From an optimization exercise on the open Yosys and OpenROAD flow, aimed at small area and a short achievable clock period; shortcuts taken in it are not production practice. The RTL was checked by simulation tests, not by an equivalence proof against the original design. Power figures rest on the tool's default switching activity, not on a simulated workload.

==> flow/design.v <==
package fpalu_pkg;
	typedef logic [5:0] exp_t;	 
	typedef logic [21:0] man_t;	 
	typedef logic [4:0] hexp_t;	 
	typedef logic [22:0] sum_t;
	typedef logic [4:0] shamt_t;
	typedef enum logic {
		OP_ADD = 1'b0,	 
		OP_MUL = 1'b1	 
	} fpalu_op_t;
	localparam int AL_EXP_BIAS = 31;	 
	localparam int ML_EXP_BIAS = 15;	 
	localparam int ML_MAN_BITS = 11;	 
	localparam int PP_BITS = 12;	 
endpackage
module exp_lt (
	input  logic [5:0] a,
	input  logic [5:0] b,
	output logic       lt	 
);
	logic [5:0] g, e;
	logic       lt1, lt0, eq1, eq0;
	always_comb begin
		g = ~a & b;	 
		e = ~(a ^ b);
		lt1 = g[5] | (e[5] & g[4]) | (e[5] & e[4] & g[3]);
		eq1 = e[5] & e[4] & e[3];
		lt0 = g[2] | (e[2] & g[1]) | (e[2] & e[1] & g[0]);
		lt = lt1 | (eq1 & lt0);
	end
endmodule
module operand_align (
	input  logic [21:0] man,
	input  logic [5:0]  d,
	output logic [21:0] sh
);
	always_comb begin
		sh = man;
		if (d[0]) sh = sh >> 1;
		if (d[1]) sh = sh >> 2;
		if (d[2]) sh = sh >> 4;
		if (d[3]) sh = sh >> 8;
		if (d[4]) sh = sh >> 16;
		if (d[5]) sh = '0;
	end
endmodule
module booth_enc (
	input  logic [10:0] y,
	output logic [5:0]  one,	 
	output logic [5:0]  two,	 
	output logic [5:0]  neg	 
);
	logic [12:0] yz;	 
	always_comb begin
		yz = {1'b0, y, 1'b0};
		for (int k = 0; k < 6; k++) begin
			logic [2:0] g;
			g = yz[2*k +: 3];
			one[k] = g[0] ^ g[1];
			two[k] = (g == 3'b011) || (g == 3'b100);
			neg[k] = g[2] & ~(g[1] & g[0]);	 
		end
	end
endmodule
module booth_mul (
	input  logic [10:0] m,	 
	input  logic [5:0]  one,
	input  logic [5:0]  two,
	input  logic [5:0]  neg,
	output logic [22:0] row_s,
	output logic [22:0] row_c
);
	localparam logic [7:0] K_HI = 8'hD5;
	logic [5:0][11:0]  e;	 
	logic [5:0][22:0]  r;
	always_comb begin
		for (int k = 0; k < 6; k++)
			e[k] = (({12{one[k]}} & {1'b0, m}) | ({12{two[k]}} & {m, 1'b0})) ^ {12{neg[k]}};
		r[0] = {K_HI, ~neg[0], neg[0], neg[0], e[0]};
		for (int k = 1; k < 5; k++)
			r[k] = 23'({~neg[k], e[k], 1'b0, neg[k-1]}) << (2 * k - 2);
		r[5] = 23'({e[5], 1'b0, neg[4]}) << 8;	 
	end
	function automatic logic [45:0] csa(input logic [22:0] a, input logic [22:0] b, input logic [22:0] c);
		logic [22:0] s, cy;
		s = a ^ b ^ c;
		cy = (a & b) | (a & c) | (b & c);
		csa = {s, cy[21:0], 1'b0};
	endfunction
	logic [22:0] s1a, c1a, s1b, c1b, s2, c2;
	always_comb begin
		{s1a, c1a} = csa(r[0], r[1], r[2]);
		{s1b, c1b} = csa(r[3], r[4], r[5]);
		{s2, c2} = csa(s1a, c1a, s1b);
		{row_s, row_c} = csa(s2, c2, c1b);
	end
endmodule
module lzc23 (
	input  logic [22:0] w,
	output logic [4:0]  n	 
);
	always_comb begin
		n = 5'd23;
		for (int k = 0; k < 23; k++)
			if (w[k])
				n = 5'(22 - k);
	end
endmodule
module lzc11 (
	input  logic [10:0] w,
	output logic [3:0]  n	 
);
	always_comb begin
		n = 4'd11;
		for (int k = 0; k < 11; k++)
			if (w[k])
				n = 4'(10 - k);
	end
endmodule
module lza23 (
	input  logic [22:0] x,
	input  logic [22:0] y,
	input  logic        ci,
	output logic [4:0]  n
);
	logic [22:0] f;
	logic [22:0] o;	 
	always_comb begin
		o = {x[21:0] | y[21:0], ci};
		f = ~(x ^ y) & o;
	end
	lzc23 u_lzc (
		.w(f),
		.n(n)
	);
endmodule
module sum_normalize (
	input  logic [22:0] w,
	input  logic [3:0]  z,
	input  logic        nc,	 
	output logic [21:0] man,
	output logic        c
);
	logic [22:0] sh;
	always_comb begin
		sh = w;
		if (z[3]) sh = sh << 8;
		if (z[2]) sh = sh << 4;
		if (z[1]) sh = sh << 2;
		if (z[0]) sh = sh << 1;
		c = ~nc & ~sh[22];
		man = c ? sh[21:0] : sh[22:1];
	end
endmodule
module fpalu_top (
	input  logic                 clk,
	input  logic                 rst,
	input  logic                 in_valid,
	input  fpalu_pkg::fpalu_op_t op,
	input  logic                 a_sgn,
	input  fpalu_pkg::exp_t      a_exp,
	input  fpalu_pkg::man_t      a_man,
	input  logic                 b_sgn,
	input  fpalu_pkg::exp_t      b_exp,
	input  fpalu_pkg::man_t      b_man,
	output logic                 out_valid,
	output logic                 y_sgn,
	output fpalu_pkg::exp_t      y_exp,
	output fpalu_pkg::man_t      y_man
);
	logic        a_lt_b, lt, mul;
	logic [5:0]  dab, dba;
	logic        nz_a, nz_b;
	logic [10:0] sb;
	logic [5:0]  one, two, neg;
	logic [3:0]  lb;
	exp_lt u_lt (
		.a (a_exp),
		.b (b_exp),
		.lt(a_lt_b)
	);
	always_comb begin
		mul = (op == fpalu_pkg::OP_MUL);
		lt = a_lt_b & ~mul;
		dab = a_exp - b_exp;
		dba = b_exp - a_exp;
		nz_a = (a_exp[4:0] != '0);
		nz_b = (b_exp[4:0] != '0);
		sb = {nz_b, b_man[9:0]};
	end
	booth_enc u_enc (
		.y  (sb),
		.one(one),
		.two(two),
		.neg(neg)
	);
	lzc11 u_lzb (
		.w(sb),
		.n(lb)
	);
	logic        v1, mul1, sl1, sr1;
	logic [5:0]  el1, er1, d1;
	logic [21:0] ml1, mr1;
	always_ff @(posedge clk) begin
		v1 <= in_valid & ~rst;
		mul1 <= mul;
		sl1 <= lt ? b_sgn : a_sgn;
		sr1 <= lt ? a_sgn : b_sgn;
		el1 <= lt ? b_exp : a_exp;
		er1 <= lt ? a_exp : b_exp;
		if (mul) begin
			ml1 <= {11'b0, nz_a, a_man[9:0]};
			mr1 <= {lb, neg, two, one};
			d1 <= 6'({1'b0, a_exp[4:0]} + {1'b0, b_exp[4:0]} + 6'd3);
		end else begin
			ml1 <= lt ? b_man : a_man;
			mr1 <= lt ? a_man : b_man;
			d1 <= a_lt_b ? dba : dab;
		end
	end
	logic [21:0] rsh;
	logic        lz, sub;
	logic [22:0] prod_s, prod_c;
	logic [3:0]  la;
	logic        pz, nz_r;
	logic [5:0]  pexp;
	logic [4:0]  pzc;
	operand_align u_align (
		.man(mr1),
		.d  (d1),
		.sh (rsh)
	);
	booth_mul u_mul (
		.m    (ml1[10:0]),
		.one  (mr1[5:0]),
		.two  (mr1[11:6]),
		.neg  (mr1[17:12]),
		.row_s(prod_s),
		.row_c(prod_c)
	);
	lzc11 u_lza (
		.w(ml1[10:0]),
		.n(la)
	);
	always_comb begin
		lz = (ml1 == '0);
		sub = sl1 ^ sr1;
		nz_r = (er1[4:0] != '0);
		pz = (la == 4'd11) || (mr1[21:18] == 4'd11);
		pexp = d1 + (pz ? 6'd0 : 6'(!ml1[10]) + 6'(!nz_r));
		pzc = pz ? 5'd23 : 5'(5'd1 + la + mr1[21:18]);
	end
	logic        v2, sg2, byp2, ci2, mul2;
	logic [5:0]  e2;
	logic [4:0]  zm2;
	logic [22:0] x2, y2;
	always_ff @(posedge clk) begin
		v2 <= v1 & ~rst;
		mul2 <= mul1;
		zm2 <= pzc;
		if (mul1) begin
			x2 <= prod_s;
			y2 <= prod_c;
			ci2 <= 1'b0;
			e2 <= pexp;
			sg2 <= sub;
			byp2 <= 1'b0;
		end else if (lz) begin
			x2 <= {mr1, 1'b0};
			y2 <= '0;
			ci2 <= 1'b0;
			e2 <= er1;
			sg2 <= sr1;
			byp2 <= 1'b1;
		end else begin
			x2 <= {1'b0, ml1};
			y2 <= {1'b0, rsh} ^ {23{sub}};
			ci2 <= sub;
			e2 <= el1 + 6'd1;
			sg2 <= sl1;
			byp2 <= 1'b0;
		end
	end
	logic [24:0] sum;
	logic [22:0] w;
	logic        wrap;
	logic [4:0]  zl, zs, z;
	lza23 u_lzant (
		.x (x2),
		.y (y2),
		.ci(ci2),
		.n (zl)
	);
	always_comb begin
		sum = {1'b0, x2, ci2} + {1'b0, y2, ci2};
		w = sum[23:1];
		wrap = ci2 & ~sum[24];	 
		zs = mul2 ? zm2 : (byp2 ? 5'd0 : zl);
		z = wrap ? 5'd0 : zs;
	end
	logic        v3, sg3, nc3;
	logic [5:0]  e3;
	logic [4:0]  z3;
	logic [22:0] w3;
	always_ff @(posedge clk) begin
		v3 <= v2 & ~rst;
		w3 <= z[4] ? {w[6:0], 16'b0} : w;
		z3 <= z;
		nc3 <= byp2 | (zs == 5'd23);
		e3 <= e2;
		sg3 <= sg2;
	end
	logic [21:0] nman;
	logic        c;
	logic [5:0]  ez0, ez1;
	always_comb begin
		ez0 = e3 - 6'(z3);
		ez1 = ez0 - 6'd1;
	end
	sum_normalize u_norm (
		.w  (w3),
		.z  (z3[3:0]),
		.nc (nc3),
		.man(nman),
		.c  (c)
	);
	always_ff @(posedge clk) begin
		out_valid <= v3 & ~rst;
		y_sgn <= sg3;
		y_exp <= c ? ez1 : ez0;
		y_man <= nman;
	end
endmodule
clock: 5.5 ns
lec_check: 0
cap_margin: 20
core_margin: 2
core_utilization: 40
setup_slack_margin: 2.5
slew_margin: 20
run.sh (not shown) runs the stock make flow with config.mk's settings and CLKGATE_MAP_FILE= SYNTH_SCRIPT=/design/flow/synth_recipe.tcl, a recipe that flattens the netlist after the stock synthesis.
The first run produced a clean layout.
Change:
==> flow/flow/run.sh (new file) <==
#!/bin/bash
# Standard layout, with the port buffers made from plain buffers instead of
# the delay cells buffer_ports picks by default.
set -euo pipefail
cd "$(dirname "$0")/.."
bash standard.sh synth > synth.log 2>&1
bash standard.sh "BUFFER_PORTS_ARGS=-buffer_cell sky130_fd_sc_hd__buf_2" finish > layout.log 2>&1
==> flow/standard.sh (new file) <==
#!/bin/bash
# synth_recipe.tcl (not shown) runs the flow's synth.tcl, then flattens the netlist and writes it again
# the make line also repeats each setting of config.mk as NAME=value (left out here)
make -C /OpenROAD-flow-scripts/flow DESIGN_CONFIG=/design/flow/config.mk WORK_HOME=/design/flow/orfs CLKGATE_MAP_FILE= SYNTH_SCRIPT=/design/flow/synth_recipe.tcl "${@:-finish}"
Settings changed: SETUP_SLACK_MARGIN 2.5 to 3.0.
removed: flow/run.sh
The new run finished clean.
Synthesized area does not change.
Clock power falls by about 5%.
Design area increases by 15%.
Critical path depth is higher by 2.
First-iteration DRC count falls by 1.9%.
Routed wire length goes up by 12%.
Clock-buffer cell count drops by 1.
Sequential share of layout area decreases by 2.7 points.
Sequential cell count is unchanged.

[re-timing with driven ports]
Ports are ideal in the flow. The routed layouts listed here were re-timed in OpenROAD.
Step 1, drivers: a clkbuf_16 drives clk and a buf_2 each remaining input, both assumed.
Step 2 also shifts input and output timing later by t, the mid clock arrival at the registers, as if the neighbouring blocks saw the same clock.
Slacks: ideal ports / drivers / drivers and shift; pairs: ideal ports / drivers.
run | t, ns | setup WS [ns] | worst setup path at the end | worst register clock-pin slew, ns
the first run | 0.497 | 2.537 / 2.541 / 2.071 | input to register | 0.08 / 0.08
the second run | 0.510 | 2.681 / 2.687 / 2.177 | input to register | 0.08 / 0.08
After both steps every run listed still meets setup and hold. The setup slack of the second run, which loses most, moves by +0.006 ns with the drivers and by -0.504 ns with both steps.
